This is an optimization exercise on Yosys and OpenROAD, whose aim is a short achievable clock period and few clock cycles, not a production implementation.
In this exercise RTL edits were held to simulation tests only and were not proved equivalent to the original.
No activity file was given, so power comes from the tool's default toggle rates.

==> design/flow/design.v <==
package capture_pkg;
  typedef logic [31:0] data_t;       
  typedef logic [3:0]  strb_t;       
  typedef logic [1:0]  resp_t;       
  typedef logic [11:0] reg_addr_t;   
  localparam resp_t RESP_OKAY   = 2'b00;
  localparam resp_t RESP_SLVERR = 2'b10;
  localparam reg_addr_t REG_CTRL        = 12'h000;   
  localparam reg_addr_t REG_STATUS      = 12'h004;   
  localparam reg_addr_t REG_ID          = 12'h008;   
  localparam reg_addr_t MEM_WINDOW_BASE = 12'h800;   
  localparam int WINDOW_SEL_BIT = 11;   
  localparam data_t CAPTURE_ID = 32'h4341_5031;   
  typedef enum logic [2:0] {
    IDLE,       
    ACCESS,     
    WAIT_MEM,   
    RESP_B,     
    RESP_R      
  } lite_state_e;
endpackage
`timescale 1ns/1ps
module shared_ram #(
  parameter int MEM_ADDR_WIDTH = 6
) (
  input  logic                      aclk,
  input  logic                      ram_we,
  input  logic [MEM_ADDR_WIDTH-1:0] ram_addr,
  input  logic [31:0]               ram_wdata,
  input  logic [3:0]                ram_wstrb,
  output logic [31:0]               ram_rdata
);
  localparam int DEPTH = 2 ** MEM_ADDR_WIDTH;
  logic [31:0] mem [DEPTH];   
  always_ff @(posedge aclk) begin
    for (int b = 0; b < 4; b++) begin
      if (ram_we && ram_wstrb[b]) begin
        mem[ram_addr][8*b +: 8] <= ram_wdata[8*b +: 8];   
      end
    end
    ram_rdata <= mem[ram_addr];   
  end
endmodule
`timescale 1ns/1ps
module mem_arbiter #(
  parameter int MEM_ADDR_WIDTH = 6
) (
  input  logic                      aclk,
  input  logic                      reset,
  input  logic                      c0_req,
  input  logic                      c0_we,
  input  logic [MEM_ADDR_WIDTH-1:0] c0_addr,
  input  capture_pkg::data_t        c0_wdata,
  input  capture_pkg::strb_t        c0_wstrb,
  output logic                      c0_gnt,
  input  logic                      c1_req,
  input  logic [MEM_ADDR_WIDTH-1:0] c1_addr,
  input  capture_pkg::data_t        c1_wdata,
  output logic                      c1_gnt,
  output capture_pkg::data_t        rdata,
  output logic                      ram_we,
  output logic [MEM_ADDR_WIDTH-1:0] ram_addr,
  output capture_pkg::data_t        ram_wdata,
  output capture_pkg::strb_t        ram_wstrb,
  input  capture_pkg::data_t        ram_rdata
);
  localparam capture_pkg::strb_t FULL_STRB = '1;   
  logic last_c1;   
  assign c0_gnt = c0_req && (!c1_req || last_c1);
  assign c1_gnt = c1_req && !c0_gnt;
  assign ram_we    = c0_gnt ? c0_we : c1_gnt;   
  assign ram_addr  = c1_gnt ? c1_addr : c0_addr;
  assign ram_wdata = c1_gnt ? c1_wdata : c0_wdata;
  assign ram_wstrb = c1_gnt ? FULL_STRB : c0_wstrb;
  assign rdata     = ram_rdata;
  always_ff @(posedge aclk) begin
    if (reset) begin
      last_c1 <= 1'b0;
    end else if (c0_gnt) begin
      last_c1 <= 1'b0;
    end else if (c1_gnt) begin
      last_c1 <= 1'b1;
    end
  end
endmodule
`timescale 1ns/1ps
module stream_sink #(
  parameter int MEM_ADDR_WIDTH = 6
) (
  input  logic                      aclk,
  input  logic                      reset,
  input  capture_pkg::data_t        s_axi_stream_tdata,
  input  logic                      s_axi_stream_tvalid,
  output logic                      s_axi_stream_tready,
  input  logic                      s_axi_stream_tlast,
  input  logic                      capture_en,
  input  logic                      clear,
  output logic                      mem_req,
  output logic [MEM_ADDR_WIDTH-1:0] mem_addr,
  output capture_pkg::data_t        mem_wdata,
  input  logic                      mem_gnt,
  output logic [MEM_ADDR_WIDTH:0]   word_count,
  output logic                      buf_full,
  output logic                      frame_done
);
  logic beat;   
  assign buf_full = word_count[MEM_ADDR_WIDTH];   
  assign mem_req  = capture_en && s_axi_stream_tvalid && !buf_full;
  assign s_axi_stream_tready = mem_gnt;
  assign beat                = s_axi_stream_tvalid && s_axi_stream_tready;
  assign mem_addr  = word_count[MEM_ADDR_WIDTH-1:0];   
  assign mem_wdata = s_axi_stream_tdata;
  always_ff @(posedge aclk) begin
    if (reset || clear) begin   
      word_count <= '0;
      frame_done <= 1'b0;
    end else if (beat) begin
      word_count <= word_count + 1'b1;
      if (s_axi_stream_tlast) begin
        frame_done <= 1'b1;   
      end
    end
  end
endmodule
`timescale 1ns/1ps
module ctrl_regs #(
  parameter int MEM_ADDR_WIDTH = 6
) (
  input  logic                      aclk,
  input  logic                      reset,
  input  logic                      reg_req,
  input  logic                      reg_write,
  input  capture_pkg::reg_addr_t    reg_addr,
  input  capture_pkg::data_t        reg_wdata,
  input  capture_pkg::strb_t        reg_wstrb,
  output logic                      reg_done,
  output capture_pkg::data_t        reg_rdata,
  output logic                      reg_err,
  output logic                      mem_req,
  output logic                      mem_we,
  output logic [MEM_ADDR_WIDTH-1:0] mem_addr,
  output capture_pkg::data_t        mem_wdata,
  output capture_pkg::strb_t        mem_wstrb,
  input  logic                      mem_gnt,
  input  capture_pkg::data_t        mem_rdata,
  input  logic [MEM_ADDR_WIDTH:0]   word_count,
  input  logic                      buf_full,
  input  logic                      frame_done,
  output logic                      capture_en,
  output logic                      clear
);
  logic      win_sel;      
  capture_pkg::reg_addr_t win_off;      
  logic      reg_hit;      
  capture_pkg::data_t     reg_value;    
  capture_pkg::data_t     rdata_q;
  logic      win_done_q;   
  assign win_sel = reg_addr[capture_pkg::WINDOW_SEL_BIT];
  assign win_off = reg_addr - capture_pkg::MEM_WINDOW_BASE;
  assign mem_we    = reg_write;
  assign mem_addr  = win_off[2 +: MEM_ADDR_WIDTH];   
  assign mem_wdata = reg_wdata;
  assign mem_wstrb = reg_wstrb;
  assign reg_rdata = win_done_q ? mem_rdata : rdata_q;
  always_comb begin
    reg_hit = 1'b1;
    case (reg_addr)
      capture_pkg::REG_CTRL:   reg_value = {30'd0, 1'b0, capture_en};   
      capture_pkg::REG_STATUS: reg_value = {buf_full, frame_done, 14'd0, 16'(word_count)};
      capture_pkg::REG_ID:     reg_value = capture_pkg::CAPTURE_ID;
      default: begin
        reg_value = '0;   
        reg_hit   = 1'b0;
      end
    endcase
  end
  always_ff @(posedge aclk) begin
    if (reset) begin
      reg_done   <= 1'b0;
      reg_err    <= 1'b0;
      mem_req    <= 1'b0;
      win_done_q <= 1'b0;
      capture_en <= 1'b0;
      clear      <= 1'b0;
    end else begin
      reg_done   <= (reg_req && !win_sel) || (mem_req && mem_gnt);
      win_done_q <= mem_req && mem_gnt;
      clear      <= 1'b0;   
      if (reg_req && win_sel) begin
        mem_req <= 1'b1;   
      end else if (mem_gnt) begin
        mem_req <= 1'b0;
      end
      if (reg_req && !win_sel) begin
        reg_err <= !reg_hit;
        if (reg_write && reg_addr == capture_pkg::REG_CTRL && reg_wstrb[0]) begin
          capture_en <= reg_wdata[0];
          clear      <= reg_wdata[1];
        end
      end else if (mem_req && mem_gnt) begin
        reg_err <= 1'b0;   
      end
    end
  end
  always_ff @(posedge aclk) begin
    if (reg_req) begin
      rdata_q <= reg_value;
    end
  end
endmodule
`timescale 1ns/1ps
module axi_lite_slave (
  input  logic                   aclk,
  input  logic                   reset,
  input  capture_pkg::reg_addr_t s_axi_lite_awaddr,
  input  logic                   s_axi_lite_awvalid,
  output logic                   s_axi_lite_awready,
  input  capture_pkg::data_t     s_axi_lite_wdata,
  input  capture_pkg::strb_t     s_axi_lite_wstrb,
  input  logic                   s_axi_lite_wvalid,
  output logic                   s_axi_lite_wready,
  output capture_pkg::resp_t     s_axi_lite_bresp,
  output logic                   s_axi_lite_bvalid,
  input  logic                   s_axi_lite_bready,
  input  capture_pkg::reg_addr_t s_axi_lite_araddr,
  input  logic                   s_axi_lite_arvalid,
  output logic                   s_axi_lite_arready,
  output capture_pkg::data_t     s_axi_lite_rdata,
  output capture_pkg::resp_t     s_axi_lite_rresp,
  output logic                   s_axi_lite_rvalid,
  input  logic                   s_axi_lite_rready,
  output logic                   reg_req,
  output logic                   reg_write,
  output capture_pkg::reg_addr_t reg_addr,
  output capture_pkg::data_t     reg_wdata,
  output capture_pkg::strb_t     reg_wstrb,
  input  logic                   reg_done,
  input  capture_pkg::data_t     reg_rdata,
  input  logic                   reg_err
);
  capture_pkg::lite_state_e state;
  logic        wr_start;   
  capture_pkg::data_t       rdata_q;    
  capture_pkg::resp_t       resp_q;     
  assign wr_start = s_axi_lite_awvalid && s_axi_lite_wvalid;
  assign s_axi_lite_awready = (state == capture_pkg::ACCESS) && reg_write;
  assign s_axi_lite_wready  = (state == capture_pkg::ACCESS) && reg_write;
  assign s_axi_lite_arready = (state == capture_pkg::ACCESS) && !reg_write;
  assign reg_req            = (state == capture_pkg::ACCESS);   
  assign s_axi_lite_bvalid = (state == capture_pkg::RESP_B);
  assign s_axi_lite_bresp  = resp_q;
  assign s_axi_lite_rvalid = (state == capture_pkg::RESP_R);
  assign s_axi_lite_rdata  = rdata_q;
  assign s_axi_lite_rresp  = resp_q;
  always_ff @(posedge aclk) begin
    if (reset) begin
      state     <= capture_pkg::IDLE;
      reg_write <= 1'b0;
    end else begin
      case (state)
        capture_pkg::IDLE: begin
          if (wr_start) begin   
            reg_write <= 1'b1;
            state     <= capture_pkg::ACCESS;
          end else if (s_axi_lite_arvalid) begin
            reg_write <= 1'b0;
            state     <= capture_pkg::ACCESS;
          end
        end
        capture_pkg::ACCESS: state <= capture_pkg::WAIT_MEM;   
        capture_pkg::WAIT_MEM: begin
          if (reg_done) begin
            state <= reg_write ? capture_pkg::RESP_B : capture_pkg::RESP_R;
          end
        end
        capture_pkg::RESP_B: begin
          if (s_axi_lite_bready) begin
            state <= capture_pkg::IDLE;
          end
        end
        capture_pkg::RESP_R: begin
          if (s_axi_lite_rready) begin
            state <= capture_pkg::IDLE;
          end
        end
        default: state <= capture_pkg::IDLE;
      endcase
    end
  end
  always_ff @(posedge aclk) begin
    if (state == capture_pkg::IDLE) begin   
      reg_addr  <= wr_start ? s_axi_lite_awaddr : s_axi_lite_araddr;
      reg_wdata <= s_axi_lite_wdata;
      reg_wstrb <= s_axi_lite_wstrb;
    end
    if (state == capture_pkg::WAIT_MEM && reg_done) begin
      rdata_q <= reg_rdata;
      resp_q  <= reg_err ? capture_pkg::RESP_SLVERR : capture_pkg::RESP_OKAY;
    end
  end
endmodule
`timescale 1ns/1ps
module axi_capture_top #(
  parameter int MEM_ADDR_WIDTH = 6   
) (
  input  logic                   aclk,
  input  logic                   reset,
  input  capture_pkg::reg_addr_t s_axi_lite_awaddr,
  input  logic                   s_axi_lite_awvalid,
  output logic                   s_axi_lite_awready,
  input  capture_pkg::data_t     s_axi_lite_wdata,
  input  capture_pkg::strb_t     s_axi_lite_wstrb,
  input  logic                   s_axi_lite_wvalid,
  output logic                   s_axi_lite_wready,
  output capture_pkg::resp_t     s_axi_lite_bresp,
  output logic                   s_axi_lite_bvalid,
  input  logic                   s_axi_lite_bready,
  input  capture_pkg::reg_addr_t s_axi_lite_araddr,
  input  logic                   s_axi_lite_arvalid,
  output logic                   s_axi_lite_arready,
  output capture_pkg::data_t     s_axi_lite_rdata,
  output capture_pkg::resp_t     s_axi_lite_rresp,
  output logic                   s_axi_lite_rvalid,
  input  logic                   s_axi_lite_rready,
  input  capture_pkg::data_t     s_axi_stream_tdata,
  input  logic                   s_axi_stream_tvalid,
  output logic                   s_axi_stream_tready,
  input  logic                   s_axi_stream_tlast
);
  logic      reg_req;
  logic      reg_write;
  capture_pkg::reg_addr_t reg_addr;
  capture_pkg::data_t     reg_wdata;
  capture_pkg::strb_t     reg_wstrb;
  logic      reg_done;
  capture_pkg::data_t     reg_rdata;
  logic      reg_err;
  logic                      c0_req;
  logic                      c0_we;
  logic [MEM_ADDR_WIDTH-1:0] c0_addr;
  capture_pkg::data_t                     c0_wdata;
  capture_pkg::strb_t                     c0_wstrb;
  logic                      c0_gnt;
  logic                      c1_req;
  logic [MEM_ADDR_WIDTH-1:0] c1_addr;
  capture_pkg::data_t                     c1_wdata;
  logic                      c1_gnt;
  capture_pkg::data_t                     mem_rdata;   
  logic                      ram_we;
  logic [MEM_ADDR_WIDTH-1:0] ram_addr;
  capture_pkg::data_t                     ram_wdata;
  capture_pkg::strb_t                     ram_wstrb;
  capture_pkg::data_t                     ram_rdata;
  logic                    capture_en;
  logic                    clear;
  logic [MEM_ADDR_WIDTH:0] word_count;
  logic                    buf_full;
  logic                    frame_done;
  axi_lite_slave axi_lite_slave_inst (
    .aclk               (aclk),
    .reset              (reset),
    .s_axi_lite_awaddr  (s_axi_lite_awaddr),
    .s_axi_lite_awvalid (s_axi_lite_awvalid),
    .s_axi_lite_awready (s_axi_lite_awready),
    .s_axi_lite_wdata   (s_axi_lite_wdata),
    .s_axi_lite_wstrb   (s_axi_lite_wstrb),
    .s_axi_lite_wvalid  (s_axi_lite_wvalid),
    .s_axi_lite_wready  (s_axi_lite_wready),
    .s_axi_lite_bresp   (s_axi_lite_bresp),
    .s_axi_lite_bvalid  (s_axi_lite_bvalid),
    .s_axi_lite_bready  (s_axi_lite_bready),
    .s_axi_lite_araddr  (s_axi_lite_araddr),
    .s_axi_lite_arvalid (s_axi_lite_arvalid),
    .s_axi_lite_arready (s_axi_lite_arready),
    .s_axi_lite_rdata   (s_axi_lite_rdata),
    .s_axi_lite_rresp   (s_axi_lite_rresp),
    .s_axi_lite_rvalid  (s_axi_lite_rvalid),
    .s_axi_lite_rready  (s_axi_lite_rready),
    .reg_req            (reg_req),
    .reg_write          (reg_write),
    .reg_addr           (reg_addr),
    .reg_wdata          (reg_wdata),
    .reg_wstrb          (reg_wstrb),
    .reg_done           (reg_done),
    .reg_rdata          (reg_rdata),
    .reg_err            (reg_err)
  );
  ctrl_regs #(.MEM_ADDR_WIDTH(MEM_ADDR_WIDTH)) ctrl_regs_inst (
    .aclk       (aclk),
    .reset      (reset),
    .reg_req    (reg_req),
    .reg_write  (reg_write),
    .reg_addr   (reg_addr),
    .reg_wdata  (reg_wdata),
    .reg_wstrb  (reg_wstrb),
    .reg_done   (reg_done),
    .reg_rdata  (reg_rdata),
    .reg_err    (reg_err),
    .mem_req    (c0_req),
    .mem_we     (c0_we),
    .mem_addr   (c0_addr),
    .mem_wdata  (c0_wdata),
    .mem_wstrb  (c0_wstrb),
    .mem_gnt    (c0_gnt),
    .mem_rdata  (mem_rdata),
    .word_count (word_count),
    .buf_full   (buf_full),
    .frame_done (frame_done),
    .capture_en (capture_en),
    .clear      (clear)
  );
  stream_sink #(.MEM_ADDR_WIDTH(MEM_ADDR_WIDTH)) stream_sink_inst (
    .aclk                (aclk),
    .reset               (reset),
    .s_axi_stream_tdata  (s_axi_stream_tdata),
    .s_axi_stream_tvalid (s_axi_stream_tvalid),
    .s_axi_stream_tready (s_axi_stream_tready),
    .s_axi_stream_tlast  (s_axi_stream_tlast),
    .capture_en          (capture_en),
    .clear               (clear),
    .mem_req             (c1_req),
    .mem_addr            (c1_addr),
    .mem_wdata           (c1_wdata),
    .mem_gnt             (c1_gnt),
    .word_count          (word_count),
    .buf_full            (buf_full),
    .frame_done          (frame_done)
  );
  mem_arbiter #(.MEM_ADDR_WIDTH(MEM_ADDR_WIDTH)) mem_arbiter_inst (
    .aclk      (aclk),
    .reset     (reset),
    .c0_req    (c0_req),
    .c0_we     (c0_we),
    .c0_addr   (c0_addr),
    .c0_wdata  (c0_wdata),
    .c0_wstrb  (c0_wstrb),
    .c0_gnt    (c0_gnt),
    .c1_req    (c1_req),
    .c1_addr   (c1_addr),
    .c1_wdata  (c1_wdata),
    .c1_gnt    (c1_gnt),
    .rdata     (mem_rdata),
    .ram_we    (ram_we),
    .ram_addr  (ram_addr),
    .ram_wdata (ram_wdata),
    .ram_wstrb (ram_wstrb),
    .ram_rdata (ram_rdata)
  );
  shared_ram #(.MEM_ADDR_WIDTH(MEM_ADDR_WIDTH)) shared_ram_inst (
    .aclk      (aclk),
    .ram_we    (ram_we),
    .ram_addr  (ram_addr),
    .ram_wdata (ram_wdata),
    .ram_wstrb (ram_wstrb),
    .ram_rdata (ram_rdata)
  );
endmodule
==> design/flow/run.sh <==
#!/bin/bash
# synth_recipe.tcl (not shown) runs the flow's synth.tcl, then flattens the netlist and writes it again
# the make line also repeats each setting of config.mk as NAME=value (left out here)
make -C /OpenROAD-flow-scripts/flow DESIGN_CONFIG=/design/flow/config.mk WORK_HOME=/design/flow/orfs CLKGATE_MAP_FILE= SYNTH_SCRIPT=/design/flow/synth_recipe.tcl finish
==> design/flow/config.mk <==
export PLATFORM = sky130hd
export DESIGN_NAME = axi_capture_top
export DESIGN_NICKNAME = axi_capture_top
export VERILOG_FILES = /design/flow/design.v
export SDC_FILE = /design/flow/constraint.sdc
export NUM_CORES = 4
export LEC_CHECK = 0
export CAP_MARGIN = 20
export CORE_MARGIN = 2
export CORE_UTILIZATION = 40
export SLEW_MARGIN = 20
==> design/flow/constraint.sdc <==
create_clock -name core_clock -period 6.0 [get_ports {aclk}]
set_input_delay 1.2000 -clock core_clock [delete_from_list [all_inputs] [get_ports {aclk}]]
set_output_delay 1.2000 -clock core_clock [all_outputs]
set_load 0.01 [all_outputs]
==> notes.md <==
status -> no timing/DRC/antenna violations
vias in the first global route -> 48771
Post-DP HPWL -> 168000 um
Routability Congestion -> 0.890
NumNets Final -> 5490
most frequent CP cell -> clkdlybuf4s50_1
drt drc -> 0
Vias -> 51172
Reg area -> 65200 um2
CP peak stage delay -> 0.65 ns
pin count of the biggest net entering global routing -> 96
post-route ant nets -> 0
Worst Path Required -> 4.80 ns
Final Power -> 37.6 mW
warnings from Yosys -> 5
maxcap violations -> 0
ranking of synthesized cells by area -> edfxtp_1, a21boi_0, a222oi_1
FP Rows -> 166
Multi-input gate area -> 16300 um2
Yosys top cell by area -> edfxtp_1
Clock Path Buffers -> 3
Hold Buf Count CTS -> 0
Core Footprint -> 205000 um2
Final setup viols -> 0
Top FF cell, synth -> edfxtp_1
pins over their slew limit -> 0
Setup CP Type -> input pin to primary output
Netlist Area Pre-Place -> 82800 um2
Tcrit/Tclk final -> 0.845
Inserted Clock Buffers -> 212
Chip Width -> 459 um
Fmax -> 0.197 GHz
worst skew pair latency -> 0.87 ns
IO Port Bufs -> 140
initial antenna violation count -> 12
layout cells sized above 1 -> 0.152
IO Count -> 143
Crit path max-delay family -> buffers and inverters
maximum level of the CTS H-tree -> 4
R2R cell count -> 9
fillcell total -> 17261
Total GRT Usage -> 0.249
routed len/inst -> 32.5 um
Worst-Margin Slew -> 1.28 ns
Tmin final -> 5.07 ns
reg2reg end -> shared_ram_inst.ram_rdata[5]
Synth Register Bits -> 2189
WP data arrival -> 3.87 ns
root buffer cell -> clkbuf_16
crit path buf inv count -> 4
VDD IR max -> 0.257 mV
Pleak -> 30.1 nW
final hold viol count -> 0
Initial DRT Pass Iterations -> 10
total gr overflow -> 0
Slew HR -> 0.150
initial core utilization -> 0.403
RSZ-0062 raised after global routing -> false
die height -> 459 um
pwr dens -> 388 nW/um2
Post-Syn Instances -> 4972
hold path startpoint -> ctrl_regs_inst.reg_err
CP Cell Sequence -> clkdlybuf4s50_1, and3b_1, nand2_4, inv_4, buf_4, clkdlybuf4s50_1
first-pass GRT wire length -> 374000 um
crit end category -> primary output
clock-pin slew on the worst setup and hold paths -> 0.06 ns
Synth top area share -> 0.776
Vias/cell -> 6.20
CTS tree -> built
Worst Hold Path EP -> axi_lite_slave_inst.resp_q[1]
Setup Skew -> 0.0624 ns
worst reg2reg setup slack -> 1.44 ns
drt total wl -> 268000 um
initial DRC count -> 8984
Worst Path Max Fanout -> 44
Die Area -> 211000 um2
Synth cell types -> 61
post-CTS setup buffers -> 0
Hold WC Path Type -> flip-flop to flip-flop
register area share after synthesis -> 0.788
Worst R2R Start -> ctrl_regs_inst.mem_req
cts repair resizes -> 0
setup TNS -> 0 ns
async set-or-reset flop fraction in the synthesized netlist -> 0
CP max-delay cell -> clkdlybuf4s50_1
EDFF count, synth -> 2138
Hold Path Depth -> 0
CP Launch Type -> input pin
Syn Area/Cell -> 16.7 um2
Syn-to-layout area delta -> 16.9%
CTS Sinks -> 2189
how the worst max path moves through the flow:
stage,startpoint,end,slack [ns],depth (start not counted)
6_report,s_axi_stream_tvalid,s_axi_stream_tready,0.93,6
5_1_grt,s_axi_stream_tvalid,s_axi_stream_tready,0.79,6
4_1_cts,s_axi_stream_tvalid,s_axi_stream_tready,0.93,6
3_5_place_dp,s_axi_stream_tvalid,shared_ram_inst.ram_rdata[26],0.53,10
3_3_place_gp,s_axi_stream_tvalid,shared_ram_inst.ram_rdata[26],0.55,10
2_1_floorplan,axi_lite_slave_inst.state[0],axi_lite_slave_inst.state[0],1.26,6
cell families after synthesis:
group,Yosys count,synth area share
xor gates and xnor gates,5,0.000529
muxes,30,0.00396
adders and majority gates,1,0.000151
AOI/OAI and AO/OA,1477,0.143
buffers and inverters,384,0.0195
DFF,2189,0.788
and+or+nand+nor,885,0.0453
other,1,0.0000453
layout by cell type, fill, tap and decap left out, types with 6 or more instances in the layout:
| cell | count |
|---|---|
| a2111oi_0 | 184 |
| a2111oi_2 | 8 |
| a21boi_0 | 558 |
| a21boi_1 | 18 |
| a21oi_1 | 77 |
| a221oi_1 | 32 |
| a222oi_1 | 255 |
| a22o_1 | 32 |
| a22oi_1 | 65 |
| a31o_2 | 30 |
| a31oi_1 | 161 |
| and2_1 | 31 |
| buf_12 | 47 |
| buf_4 | 384 |
| bufinv_16 | 11 |
| clkbuf_1 | 64 |
| clkbuf_16 | 214 |
| clkbuf_8 | 10 |
| clkdlybuf4s50_1 | 140 |
| clkinv_1 | 44 |
| clkinv_2 | 31 |
| dfxtp_1 | 50 |
| edfxtp_1 | 2138 |
| inv_1 | 12 |
| mux2_2 | 22 |
| mux2i_1 | 8 |
| nand2_1 | 378 |
| nand2_2 | 37 |
| nand2_4 | 7 |
| nand2b_1 | 9 |
| nand3_1 | 65 |
| nand4_1 | 6 |
| nor2_1 | 257 |
| nor3_1 | 35 |
| nor4_1 | 34 |
| o2111ai_1 | 31 |
synth_stat cells (9+ instances only):
cell type	instances
a21oi_1	78
nor4_1	34
nand2_1	421
inv_1	12
nand2b_1	9
edfxtp_1	2138
a21boi_0	558
a21boi_1	18
a22o_1	32
a221oi_1	32
a31oi_1	165
nor3_1	37
buf_2	83
nor2_1	259
a222oi_1	255
clkbuf_1	245
a22oi_1	65
a2111oi_0	184
mux2_2	22
a31o_2	30
and2_1	32
buf_1	28
dfxtp_1	51
o2111ai_1	31
buf_4	12
nand3_1	65
report_power, final:
part / switching (mW) / internal, mW / leakage, nW / total (mW)
clock network: 5.71 / 7.16 / 3.24 / 12.9
logic: 4.82 / 1.71 / 7.17 / 6.53
registers: 0.197 / 18.0 / 19.7 / 18.2
total: 10.7 / 26.9 / 30.1 / 37.6
stage by stage:
| stage | setup slack, ns | util | instance area [um2] | hold WS, ns | cells |
|---|---|---|---|---|---|
| after floorplan | 1.26 | - | 82800 | 0.408 | 4973 |
| after global placement | 0.555 | 0.439 | 90100 | 0.418 | 7861 |
| after detailed placement | 0.527 | 0.439 | 90100 | 0.431 | 7861 |
| after CTS | 0.926 | 0.471 | 96700 | 0.446 | 8251 |
| after global routing | 0.787 | 0.472 | 96800 | 0.457 | 8252 |
| final | 0.933 | 0.472 | 96800 | 0.451 | 8257 |
routing by layer:
metal / GRT usage / wire length [um] / share of wire
met1: 0.340 / 103000 / 0.38
met2: 0.382 / 122000 / 0.46
met3: 0.0596 / 30900 / 0.12
met4: 0.101 / 11800 / 0.044
met5: 0 / 86 / 0.00032
final cells by class:
class,instances,share of cell area
Antenna cell,5,0.000129
Clock buffer,288,0.0592
Clock inverter,102,0.00928
Inverter,13,0.000530
Multi-Input combinational cell,2400,0.168
Sequential cell,2189,0.674
Tap cell,2688,0.0348
Timing Repair Buffer,572,0.0541
sequential cells by signal, indices dropped and copies added (netlist names), 3 cells and up:
name,count
shared_ram_inst.ram_rdata,32
axi_lite_slave_inst.rdata_q,32
axi_lite_slave_inst.reg_addr,12
ctrl_regs_inst.rdata_q,9
stream_sink_inst.word_count,7
axi_lite_slave_inst.reg_wstrb,4
axi_lite_slave_inst.state,3
axi_lite_slave_inst.reg_wdata,32
shared_ram_inst.mem,2048
Testbench counts, summed over its fixed seeds: cycles 26,646.

-- port drivers added, routing unchanged --
In the flow no input, the clock included, has a driving cell. The finished layout below was timed again as built, in two steps. Step 1 assumes that a clkbuf_16 drives the clock port and a buf_2 every other input. Step 2, shift: input delay + t, output delay - t, t = (earliest + latest rising clock arrival at the registers) / 2. This alone moves slack from input paths to output paths. Three values: no drivers, after step 1, after step 2; two values: the first two.
t (ns): 0.920
setup WS [ns]: 0.933 / 0.900 / 0.284
slew at the worst register clock pin (ns): 0.07 / 0.07
After both steps this run still meets setup and hold. The setup slack of this run moves by -0.033 ns with the drivers and by -0.649 ns with both steps.
